Background: an optimization exercise with open tools, aiming at small area, a short achievable clock period and few clock cycles per item. Do not read the settings as production practice.
Function was checked by simulation only, so behaviour that the tests miss may differ from the original.
Power and IR drop assume default switching activity.

==> design/flow/constraint.sdc <==
create_clock -name core_clock -period 6.5 [get_ports {clk}]
set_input_delay 1.3000 -clock core_clock [delete_from_list [all_inputs] [get_ports {clk}]]
set_output_delay 1.3000 -clock core_clock [all_outputs]
set_load 0.01 [all_outputs]
==> design/flow/design.v <==
`default_nettype none
package pu_pkg;
    localparam int LOG_NUM_PE = 3;
    localparam int NUM_PE = 1 << LOG_NUM_PE;
    localparam int DATA_LEN = 16;
    localparam int BUS_STAGES_DEF = 2;
    localparam int NEIGH_STAGES_DEF = 1;
    localparam int WR_DEPTH_DEF = 4;
    localparam int RD_DEPTH_DEF = 4;
    typedef logic [DATA_LEN-1:0] pe_data_t;
    typedef logic [LOG_NUM_PE-1:0] pe_addr_t;
    typedef logic [NUM_PE-1:0] pe_mask_t;
endpackage
`default_nettype wire
`timescale 1ns/1ps
`default_nettype none
module shift_pipe #(
    parameter int WIDTH = 8,
    parameter int STAGES = 1
) (
    input  wire logic             clk,
    input  wire logic             rstn,
    input  wire logic [WIDTH-1:0] din,
    output logic      [WIDTH-1:0] dout
);
    generate
        if (STAGES == 0) begin : gen_bypass
            assign dout = din;
        end else begin : gen_stages
            logic [WIDTH-1:0] stage_q [STAGES];
            always_ff @(posedge clk or negedge rstn) begin
                if (!rstn) begin
                    for (int s = 0; s < STAGES; s++) begin
                        stage_q[s] <= '0;
                    end
                end else begin
                    stage_q[0] <= din;
                    for (int s = 1; s < STAGES; s++) begin
                        stage_q[s] <= stage_q[s-1];
                    end
                end
            end
            assign dout = stage_q[STAGES-1];
        end
    endgenerate
endmodule
`default_nettype wire
`timescale 1ns/1ps
`default_nettype none
module bus_slave #(
    parameter int PE_ID = 0,
    parameter int WR_DEPTH = 4,
    parameter int RD_DEPTH = 4
) (
    input  wire logic             clk,
    input  wire logic             rstn,
    input  wire logic             dest_valid,
    input  wire pu_pkg::pe_addr_t dest_addr,
    input  wire pu_pkg::pe_data_t dest_data,
    output logic                  fifo_full,
    output logic                  head_valid,
    output pu_pkg::pe_addr_t      head_addr,
    output pu_pkg::pe_data_t      head_data,
    input  wire logic             grant,
    input  wire logic             deliver,
    input  wire pu_pkg::pe_data_t bus_data,
    input  wire logic             src_rq,
    output logic                  src_valid,
    output pu_pkg::pe_data_t      src_data,
    output logic                  credit_ret
);
    localparam int WR_AW = (WR_DEPTH > 1) ? $clog2(WR_DEPTH) : 1;
    localparam int WR_CW = $clog2(WR_DEPTH + 1);
    localparam int RD_AW = (RD_DEPTH > 1) ? $clog2(RD_DEPTH) : 1;
    localparam int RD_CW = $clog2(RD_DEPTH + 1);
    generate
        if (WR_DEPTH < 1 || RD_DEPTH < 1) begin : gen_bad_depth
            $error("bus_slave %0d: FIFO depths must be at least one", PE_ID);
        end
    endgenerate
    pu_pkg::pe_addr_t wr_addr_mem [WR_DEPTH];
    pu_pkg::pe_data_t wr_data_mem [WR_DEPTH];
    logic [WR_AW-1:0] wr_wptr;
    logic [WR_AW-1:0] wr_rptr;
    logic [WR_CW-1:0] wr_count;
    logic             wr_push;
    logic             wr_pop;
    pu_pkg::pe_data_t rd_mem [RD_DEPTH];
    logic [RD_AW-1:0] rd_wptr;
    logic [RD_AW-1:0] rd_rptr;
    logic [RD_CW-1:0] rd_count;
    logic             rd_pop;
    assign fifo_full = (wr_count == WR_CW'(WR_DEPTH));
    assign wr_push = dest_valid && !fifo_full;
    assign wr_pop = grant && head_valid;
    assign head_valid = (wr_count != '0);
    assign head_addr = wr_addr_mem[wr_rptr];
    assign head_data = wr_data_mem[wr_rptr];
    always_ff @(posedge clk) begin
        if (wr_push) begin
            wr_addr_mem[wr_wptr] <= dest_addr;
            wr_data_mem[wr_wptr] <= dest_data;
        end
    end
    always_ff @(posedge clk or negedge rstn) begin
        if (!rstn) begin
            wr_wptr <= '0;
            wr_rptr <= '0;
            wr_count <= '0;
        end else begin
            if (wr_push) begin
                wr_wptr <= (wr_wptr == WR_AW'(WR_DEPTH - 1)) ? '0 : wr_wptr + 1'b1;
            end
            if (wr_pop) begin
                wr_rptr <= (wr_rptr == WR_AW'(WR_DEPTH - 1)) ? '0 : wr_rptr + 1'b1;
            end
            wr_count <= wr_count + WR_CW'(wr_push) - WR_CW'(wr_pop);
        end
    end
    assign src_valid = (rd_count != '0);
    assign src_data = rd_mem[rd_rptr];
    assign rd_pop = src_rq && src_valid;
    assign credit_ret = rd_pop;
    always_ff @(posedge clk) begin
        if (deliver) begin
            rd_mem[rd_wptr] <= bus_data;
        end
    end
    always_ff @(posedge clk or negedge rstn) begin
        if (!rstn) begin
            rd_wptr <= '0;
            rd_rptr <= '0;
            rd_count <= '0;
        end else begin
            if (deliver) begin
                rd_wptr <= (rd_wptr == RD_AW'(RD_DEPTH - 1)) ? '0 : rd_wptr + 1'b1;
            end
            if (rd_pop) begin
                rd_rptr <= (rd_rptr == RD_AW'(RD_DEPTH - 1)) ? '0 : rd_rptr + 1'b1;
            end
            rd_count <= rd_count + RD_CW'(deliver) - RD_CW'(rd_pop);
        end
    end
endmodule
`default_nettype wire
`timescale 1ns/1ps
`default_nettype none
module bus_arbiter #(
    parameter int RD_DEPTH = 4
) (
    input  wire logic             clk,
    input  wire logic             rstn,
    input  wire pu_pkg::pe_mask_t head_valid,
    input  wire logic [pu_pkg::NUM_PE*pu_pkg::LOG_NUM_PE-1:0] head_addr,
    input  wire logic [pu_pkg::NUM_PE*pu_pkg::DATA_LEN-1:0]   head_data,
    input  wire pu_pkg::pe_mask_t credit_ret,
    output pu_pkg::pe_mask_t      grant,
    output pu_pkg::pe_mask_t      deliver,
    output pu_pkg::pe_data_t      bus_data
);
    localparam int CW = $clog2(RD_DEPTH + 1);
    logic [CW-1:0] credit [pu_pkg::NUM_PE];
    pu_pkg::pe_addr_t last_ptr;
    pu_pkg::pe_addr_t scan_idx;
    pu_pkg::pe_addr_t win_idx;
    logic             win_found;
    pu_pkg::pe_mask_t cand;
    pu_pkg::pe_mask_t dest_mask;
    generate
        for (genvar i = 0; i < pu_pkg::NUM_PE; i++) begin : gen_cand
            assign cand[i] = head_valid[i] && (credit[head_addr[i*pu_pkg::LOG_NUM_PE +: pu_pkg::LOG_NUM_PE]] != '0);
        end
    endgenerate
    always_comb begin
        win_found = 1'b0;
        win_idx = last_ptr;
        scan_idx = last_ptr;
        for (int k = 1; k <= pu_pkg::NUM_PE; k++) begin
            scan_idx = last_ptr + pu_pkg::pe_addr_t'(k);
            if (!win_found && cand[scan_idx]) begin
                win_found = 1'b1;
                win_idx = scan_idx;
            end
        end
    end
    always_comb begin
        grant = '0;
        if (win_found) begin
            grant[win_idx] = 1'b1;
        end
    end
    assign dest_mask = win_found ? (pu_pkg::pe_mask_t'(1) << head_addr[win_idx*pu_pkg::LOG_NUM_PE +: pu_pkg::LOG_NUM_PE]) : '0;
    always_ff @(posedge clk or negedge rstn) begin
        if (!rstn) begin
            for (int d = 0; d < pu_pkg::NUM_PE; d++) begin
                credit[d] <= CW'(RD_DEPTH);
            end
            last_ptr <= pu_pkg::pe_addr_t'(pu_pkg::NUM_PE - 1);
            deliver <= '0;
        end else begin
            for (int d = 0; d < pu_pkg::NUM_PE; d++) begin
                credit[d] <= credit[d] - CW'(dest_mask[d]) + CW'(credit_ret[d]);
            end
            if (win_found) begin
                last_ptr <= win_idx;
            end
            deliver <= dest_mask;
        end
    end
    always_ff @(posedge clk) begin
        bus_data <= head_data[win_idx*pu_pkg::DATA_LEN +: pu_pkg::DATA_LEN];
    end
endmodule
`default_nettype wire
`timescale 1ns/1ps
`default_nettype none
module neigh_ring #(
    parameter int STAGES = 1
) (
    input  wire logic             clk,
    input  wire logic             rstn,
    input  wire logic [pu_pkg::NUM_PE*pu_pkg::DATA_LEN-1:0] neigh_in,
    input  wire pu_pkg::pe_mask_t neigh_in_v,
    output logic      [pu_pkg::NUM_PE*pu_pkg::DATA_LEN-1:0] neigh_out,
    output pu_pkg::pe_mask_t      neigh_out_v
);
    localparam int DL = pu_pkg::DATA_LEN;
    localparam int WIDTH = pu_pkg::NUM_PE * (DL + 1);
    logic [WIDTH-1:0] ring_in;
    logic [WIDTH-1:0] ring_out;
    generate
        for (genvar i = 0; i < pu_pkg::NUM_PE; i++) begin : gen_ring
            assign ring_in[pu_pkg::NUM_PE + i*DL +: DL] = neigh_in[i*DL +: DL];
            assign ring_in[i] = neigh_in_v[i];
            assign neigh_out[((i+1) % pu_pkg::NUM_PE)*DL +: DL] = ring_out[pu_pkg::NUM_PE + i*DL +: DL];
            assign neigh_out_v[(i+1) % pu_pkg::NUM_PE] = ring_out[i];
        end
    endgenerate
    shift_pipe #(
        .WIDTH  (WIDTH),
        .STAGES (STAGES)
    ) ring_pipe (
        .clk  (clk),
        .rstn (rstn),
        .din  (ring_in),
        .dout (ring_out)
    );
endmodule
`default_nettype wire
`timescale 1ns/1ps
`default_nettype none
module done_tracker (
    input  wire logic             clk,
    input  wire logic             rstn,
    input  wire logic             start,
    input  wire logic             eoc,
    input  wire pu_pkg::pe_mask_t pe_eol,
    input  wire pu_pkg::pe_mask_t pe_eoi,
    output logic                  inst_eol,
    output logic                  eoi_pu
);
    pu_pkg::pe_mask_t eol_flags;
    assign inst_eol = &eol_flags;
    always_ff @(posedge clk or negedge rstn) begin
        if (!rstn) begin
            eol_flags <= '0;
        end else if (start || eoc || inst_eol) begin
            eol_flags <= '0;
        end else begin
            eol_flags <= eol_flags | pe_eol;
        end
    end
    always_ff @(posedge clk or negedge rstn) begin
        if (!rstn) begin
            eoi_pu <= 1'b0;
        end else begin
            eoi_pu <= &pe_eoi;
        end
    end
endmodule
`default_nettype wire
`timescale 1ns/1ps
`default_nettype none
module pu_fabric #(
    parameter int BUS_STAGES = pu_pkg::BUS_STAGES_DEF,
    parameter int NEIGH_STAGES = pu_pkg::NEIGH_STAGES_DEF,
    parameter int WR_DEPTH = pu_pkg::WR_DEPTH_DEF,
    parameter int RD_DEPTH = pu_pkg::RD_DEPTH_DEF
) (
    input  wire logic             clk,
    input  wire logic             rstn,
    input  wire pu_pkg::pe_mask_t dest_valid,
    input  wire logic [pu_pkg::NUM_PE*pu_pkg::LOG_NUM_PE-1:0] dest_addr,
    input  wire logic [pu_pkg::NUM_PE*pu_pkg::DATA_LEN-1:0] dest_data,
    output pu_pkg::pe_mask_t      fifo_full,
    output pu_pkg::pe_mask_t      src_valid,
    output logic      [pu_pkg::NUM_PE*pu_pkg::DATA_LEN-1:0] src_data,
    input  wire pu_pkg::pe_mask_t src_rq,
    input  wire logic [pu_pkg::NUM_PE*pu_pkg::DATA_LEN-1:0] neigh_in,
    input  wire pu_pkg::pe_mask_t neigh_in_v,
    output logic      [pu_pkg::NUM_PE*pu_pkg::DATA_LEN-1:0] neigh_out,
    output pu_pkg::pe_mask_t      neigh_out_v,
    input  wire logic             start,
    input  wire logic             eoc,
    input  wire pu_pkg::pe_mask_t pe_eol,
    input  wire pu_pkg::pe_mask_t pe_eoi,
    output logic                  inst_eol,
    output logic                  eoi_pu
);
    pu_pkg::pe_mask_t head_valid;
    logic [pu_pkg::NUM_PE*pu_pkg::LOG_NUM_PE-1:0] head_addr;
    logic [pu_pkg::NUM_PE*pu_pkg::DATA_LEN-1:0]   head_data;
    pu_pkg::pe_mask_t grant;
    pu_pkg::pe_mask_t credit_ret;
    pu_pkg::pe_mask_t arb_deliver;
    pu_pkg::pe_data_t arb_bus_data;
    pu_pkg::pe_mask_t pipe_deliver;
    pu_pkg::pe_data_t pipe_bus_data;
    generate
        for (genvar i = 0; i < pu_pkg::NUM_PE; i++) begin : bus_slave_gen
            bus_slave #(
                .PE_ID    (i),
                .WR_DEPTH (WR_DEPTH),
                .RD_DEPTH (RD_DEPTH)
            ) bus_slave_inst (
                .clk        (clk),
                .rstn       (rstn),
                .dest_valid (dest_valid[i]),
                .dest_addr  (dest_addr[i*pu_pkg::LOG_NUM_PE +: pu_pkg::LOG_NUM_PE]),
                .dest_data  (dest_data[i*pu_pkg::DATA_LEN +: pu_pkg::DATA_LEN]),
                .fifo_full  (fifo_full[i]),
                .head_valid (head_valid[i]),
                .head_addr  (head_addr[i*pu_pkg::LOG_NUM_PE +: pu_pkg::LOG_NUM_PE]),
                .head_data  (head_data[i*pu_pkg::DATA_LEN +: pu_pkg::DATA_LEN]),
                .grant      (grant[i]),
                .deliver    (pipe_deliver[i]),
                .bus_data   (pipe_bus_data),
                .src_rq     (src_rq[i]),
                .src_valid  (src_valid[i]),
                .src_data   (src_data[i*pu_pkg::DATA_LEN +: pu_pkg::DATA_LEN]),
                .credit_ret (credit_ret[i])
            );
        end
    endgenerate
    bus_arbiter #(
        .RD_DEPTH (RD_DEPTH)
    ) bus_arbiter_inst (
        .clk        (clk),
        .rstn       (rstn),
        .head_valid (head_valid),
        .head_addr  (head_addr),
        .head_data  (head_data),
        .credit_ret (credit_ret),
        .grant      (grant),
        .deliver    (arb_deliver),
        .bus_data   (arb_bus_data)
    );
    shift_pipe #(
        .WIDTH  (pu_pkg::NUM_PE + pu_pkg::DATA_LEN),
        .STAGES (BUS_STAGES)
    ) bus_pipeline (
        .clk  (clk),
        .rstn (rstn),
        .din  ({arb_deliver, arb_bus_data}),
        .dout ({pipe_deliver, pipe_bus_data})
    );
    neigh_ring #(
        .STAGES (NEIGH_STAGES)
    ) neigh_ring_inst (
        .clk         (clk),
        .rstn        (rstn),
        .neigh_in    (neigh_in),
        .neigh_in_v  (neigh_in_v),
        .neigh_out   (neigh_out),
        .neigh_out_v (neigh_out_v)
    );
    done_tracker done_tracker_inst (
        .clk      (clk),
        .rstn     (rstn),
        .start    (start),
        .eoc      (eoc),
        .pe_eol   (pe_eol),
        .pe_eoi   (pe_eoi),
        .inst_eol (inst_eol),
        .eoi_pu   (eoi_pu)
    );
endmodule
`default_nettype wire
==> design/flow/run.sh <==
#!/bin/bash
# synth_recipe.tcl (not shown) runs the flow's synth.tcl, then flattens the netlist and writes it again
# the make line also repeats each setting of config.mk as NAME=value (left out here)
make -C /OpenROAD-flow-scripts/flow DESIGN_CONFIG=/design/flow/config.mk WORK_HOME=/design/flow/orfs CLKGATE_MAP_FILE= SYNTH_SCRIPT=/design/flow/synth_recipe.tcl finish
==> design/flow/config.mk <==
export PLATFORM = sky130hd
export DESIGN_NAME = pu_fabric
export DESIGN_NICKNAME = pu_fabric
export VERILOG_FILES = /design/flow/design.v
export SDC_FILE = /design/flow/constraint.sdc
export NUM_CORES = 4
export LEC_CHECK = 0
export CAP_MARGIN = 20
export CORE_MARGIN = 2
export CORE_UTILIZATION = 40
export SLEW_MARGIN = 20
==> notes.md <==
## worst max path at each step
stage / startpoint / to
finish: bus_slave_gen[0].bus_slave_inst.wr_rptr[0] / bus_slave_gen[0].bus_slave_inst.wr_count[2]
global route: bus_slave_gen[5].bus_slave_inst.wr_rptr[0] / bus_slave_gen[3].bus_slave_inst.wr_count[2]
CTS: bus_slave_gen[5].bus_slave_inst.wr_rptr[0] / bus_arbiter_inst.credit[0][2]
detailed placement: bus_slave_gen[5].bus_slave_inst.wr_rptr[0] / bus_arbiter_inst.credit[0][2]
global placement: bus_slave_gen[0].bus_slave_inst.wr_rptr[0] / bus_arbiter_inst.credit[3][2]
floorplan: bus_arbiter_inst.last_ptr[0] / bus_slave_gen[0].bus_slave_inst.wr_count[2]
## worst max-delay path, delay by kind of cell, from the launching register on
family | cells | cell delay [ns]
compound gates | 6 | 1.43
fa+ha+maj | 4 | 1.03
mux | 2 | 1.19
buf+inv | 4 | 0.24
simple gates | 4 | 1.46
xor+xnor | 2 | 0.26
flops | 1 | 0.45
## layout make-up
type	count	area [µm²]
clock inverters	73	868
multi-input cells	1238	14200
diodes	4	10.0
inverters	152	571
clock buffers	221	4360
well taps	1903	2380
repair buffers	714	6940
fillers	11800	71600
flip-flops and latches	1476	42500
## routing by layer
layer	track usage, %	wire (µm)	part of all wire [%]	vias up
met2	30.6	68500	49	802
met3	4.01	7640	5.5	210
met1	25.7	59300	43	15300
met5	0	116	0.083	-
li1	-	-	-	13100
met4	6.07	3790	2.7	18
## cell usage in the layout (no fill, tap or decap), types with 26 or more instances in the layout
cell type,count
edfxtp_1,1120
clkdlybuf4s50_1,604
dfrtp_1,327
mux4_2,285
clkbuf_16,160
inv_1,152
ha_1,133
nand2_1,104
buf_4,101
o21ai_0,79
nor2_1,72
and2_1,62
mux2_2,60
mux2i_1,56
xnor2_1,50
clkbuf_1,48
nor3_1,29
o211ai_1,26
## where the power goes
part	internal [mW]	total, mW	switching, mW
clock	5.22	8.99	3.76
sequential	12.7	13.8	1.08
combinational	8.56	19.5	10.9
## kinds of logic (layout without fill, tap and decap cells)
group / Yosys count / after routing / share of synthesized area, %
other cells: 0 / 4 / 0
simple gates: 390 / 390 / 3.53
fa+ha+maj: 157 / 157 / 3.71
buf+inv: 281 / 1160 / 2.04
xor+xnor: 53 / 53 / 0.803
compound gates: 224 / 224 / 2.80
flops: 1476 / 1476 / 73.5
mux: 414 / 414 / 13.7
## through the flow
step	util (%)	worst slack [ns]	cell area (µm²)	hold slack, ns
after floorplan	-	0.0710	57800	0.316
after global placement	46.3	0.202	66500	0.319
after detailed placement	46.3	0.146	66500	0.320
after CTS	50.0	0.0826	71700	0.327
after global routing	50.1	0.00626	71800	0.330
final	50.1	0.335	71800	0.325
## state kept, by name (all words and copies together), names as in the netlist, 24 cells and up
| name | cells |
|---|---|
| bus_arbiter_inst.credit | 24 |
| bus_pipeline.gen_stages.stage_q | 48 |
| bus_slave_gen.bus_slave_inst.rd_count | 24 |
| bus_slave_gen.bus_slave_inst.rd_mem | 512 |
| bus_slave_gen.bus_slave_inst.wr_addr_mem | 96 |
| bus_slave_gen.bus_slave_inst.wr_count | 24 |
| bus_slave_gen.bus_slave_inst.wr_data_mem | 512 |
| neigh_ring_inst.ring_pipe.gen_stages.stage_q | 136 |
## repair_timing
item / in CTS / in global routing
setup endpoints to repair: 0 / 24
buffers inserted: 0 / 5
resized for setup: 0 / 12
==> impl_metrics.py <==
metrics = {
    "status": {
        "status": "no timing/DRC/antenna violations",
    },
    "final_layout": {
        "syn2layout_area_growth_pct": 24.3,
        "layout.cells.non_filler": 5781,
        "final_layout_size_suffix_gt1_share_pct": 19.3,
        "fin_nets": 4220,
    },
    "synth": {
        "synth_top_area_cell": "edfxtp_1",
        "synth_area_leaders": "edfxtp_1, dfrtp_1, mux4_2",
        "yosysTopAreaCellShare_pct": 58.2,
        "synth_seq_cells": 1476,
        "yosysUniqueCellTypes": 94,
        "synth_flop_cell": "edfxtp_1",
        "ys_warn_count": 15,
        "syn_avg_cell_area_um2": 19.3,
        "synth_edf_count": 1120,
        "synth.cell_area_um2": 57800,
        "synth-seq-area-share_pct": 73.5,
        "yosysMostFrequentCell": "edfxtp_1",
        "synthArstFlopShare_pct": 23.0,
        "netlist_instances": 2995,
        "ys_top_cells_by_count": "edfxtp_1, dfrtp_1, mux4_2, inv_1, ha_1",
        "synth_nets": 3476,
    },
    "clock_tree": {
        "cts_tree": "yes",
        "htreeDepth": 4,
        "cts_buffers": 157,
        "ctsHoldBuffers": 0,
        "clkTransAtPathRegs_ns": 0.06,
        "cts_buffer_depth": 3,
        "cts.sinks": 1476,
        "cts-root-buf": "clkbuf_16",
        "clk-insertion-delay-late_ns": 0.80,
    },
    "global_routing": {
        "grt_usage_pct": 18.9,
        "grt_first_pass_wirelength_mm": 204,
        "grt_antenna_before_repair": 16,
        "grt.overflow.total": 0,
        "grt_pass1_vias": 30000,
        "grt_max_degree": 140,
    },
    "critical_path": {
        "cp_slowest_cell": "mux4_2",
        "regToRegStartpoint": "bus_slave_gen[0].bus_slave_inst.wr_rptr[0]",
        "end_kind": "flip-flop",
        "path_cells": "mux4_2, nor2b_1, a221o_1, a22oi_1, a21boi_1, mux4_2, a22oi_1, and2_1, o211ai_1, a2bb2oi_4, inv_1, ha_1, or3_4, or4b_4, inv_1, ha_1, inv_1, ha_1, inv_1, fa_1, xnor2_1, xnor2_1",
        "reg2regPathDepth": 22,
        "r2r_end": "bus_slave_gen[0].bus_slave_inst.wr_count[2]",
        "max_stage_delay_ns": 0.66,
        "required_ns": 7.17,
        "criticalPathCategory": "reg -> reg",
        "path_max_fanout": 9,
        "startpoint_type": "flip-flop",
        "worst_path_most_repeated_cell": "inv_1",
        "arrival_ns": 6.83,
        "rrSetupSlack_ns": 0.33,
    },
    "floorplanning": {
        "core_area_um2": 143000,
        "die_h_um": 384,
        "rows": 139,
        "initial_core_util_pct": 40.3,
        "dieArea_um2": 148000,
        "io_pins": 606,
        "die_x_um": 384,
    },
    "sta": {
        "maxSlewHeadroom_pct": 26.8,
        "max_freq_mhz": 162,
        "finClkSkew_ns": 0.0325,
        "worst_pin_slew_ns": 1.10,
        "maxSlewViolCount": 0,
        "hold_viol": 0,
        "period_minus_slack_ns": 6.17,
        "setup_violations": 0,
        "timing.setup.tns_ns": 0,
        "post-route-period-util_pct": 94.9,
        "rsz0062_at_grt": "false",
    },
    "detailed_routing": {
        "wl_per_cell_um": 24.1,
        "via_per_inst": 5.10,
        "drt-pass1-iter-count": 6,
        "vias": 29500,
        "drc_errors": 0,
        "antenna_left": 0,
        "totalWireLength_mm": 139,
        "drt_iter0_markers": 2049,
    },
    "min_path": {
        "holdPathEnd": "bus_pipeline.gen_stages.stage_q[0][4]",
        "holdPathStages": 0,
        "hold_class": "reg -> reg",
        "hp-start": "bus_arbiter_inst.bus_data[4]",
    },
    "pwr": {
        "peakVddDrop_mv": 0.684,
        "powerDensity_nw_per_um2": 589,
        "finalPower_mw": 42.3,
        "leakagePower_nw": 25.7,
    },
    "run": {
        "maxCapViolCount": 0,
    },
    "placement": {
        "dp_hpwl_mm": 94.6,
        "placedCellCount": 5475,
        "place_congestion": 0.916,
        "port_buffers": 605,
    },
}
Testbench counts, summed over its fixed seeds: cycles 4,136, words 4,096.

==> what the ideal ports hide <==
No port has a modelled driver above. Below, the same layout with a new extraction and two added sets of constraints. Step 1 (the two cells are an assumption about what drives the block):
set clk [get_ports {clk}]
set_driving_cell -lib_cell sky130_fd_sc_hd__clkbuf_16 $clk
set_driving_cell -lib_cell sky130_fd_sc_hd__buf_2 [delete_from_list [all_inputs] $clk]
Step 2 times the ports against the registers' clock, not the clock port: input delays grow and output delays shrink by t, the midpoint of the rising clock arrivals with the driver on. Three values: ideal, step 1, step 2; two values: the first two.
t, ns: 0.857
setup WS [ns]: 0.335 / 0.335 / 0.335
worst setup path after step 2: register to register
latest minus earliest clock arrival (ns): 0.035 / 0.035
After both steps this run still meets setup and hold. The setup slack of this run moves by 0.000 ns with the drivers and by 0.000 ns with both steps.
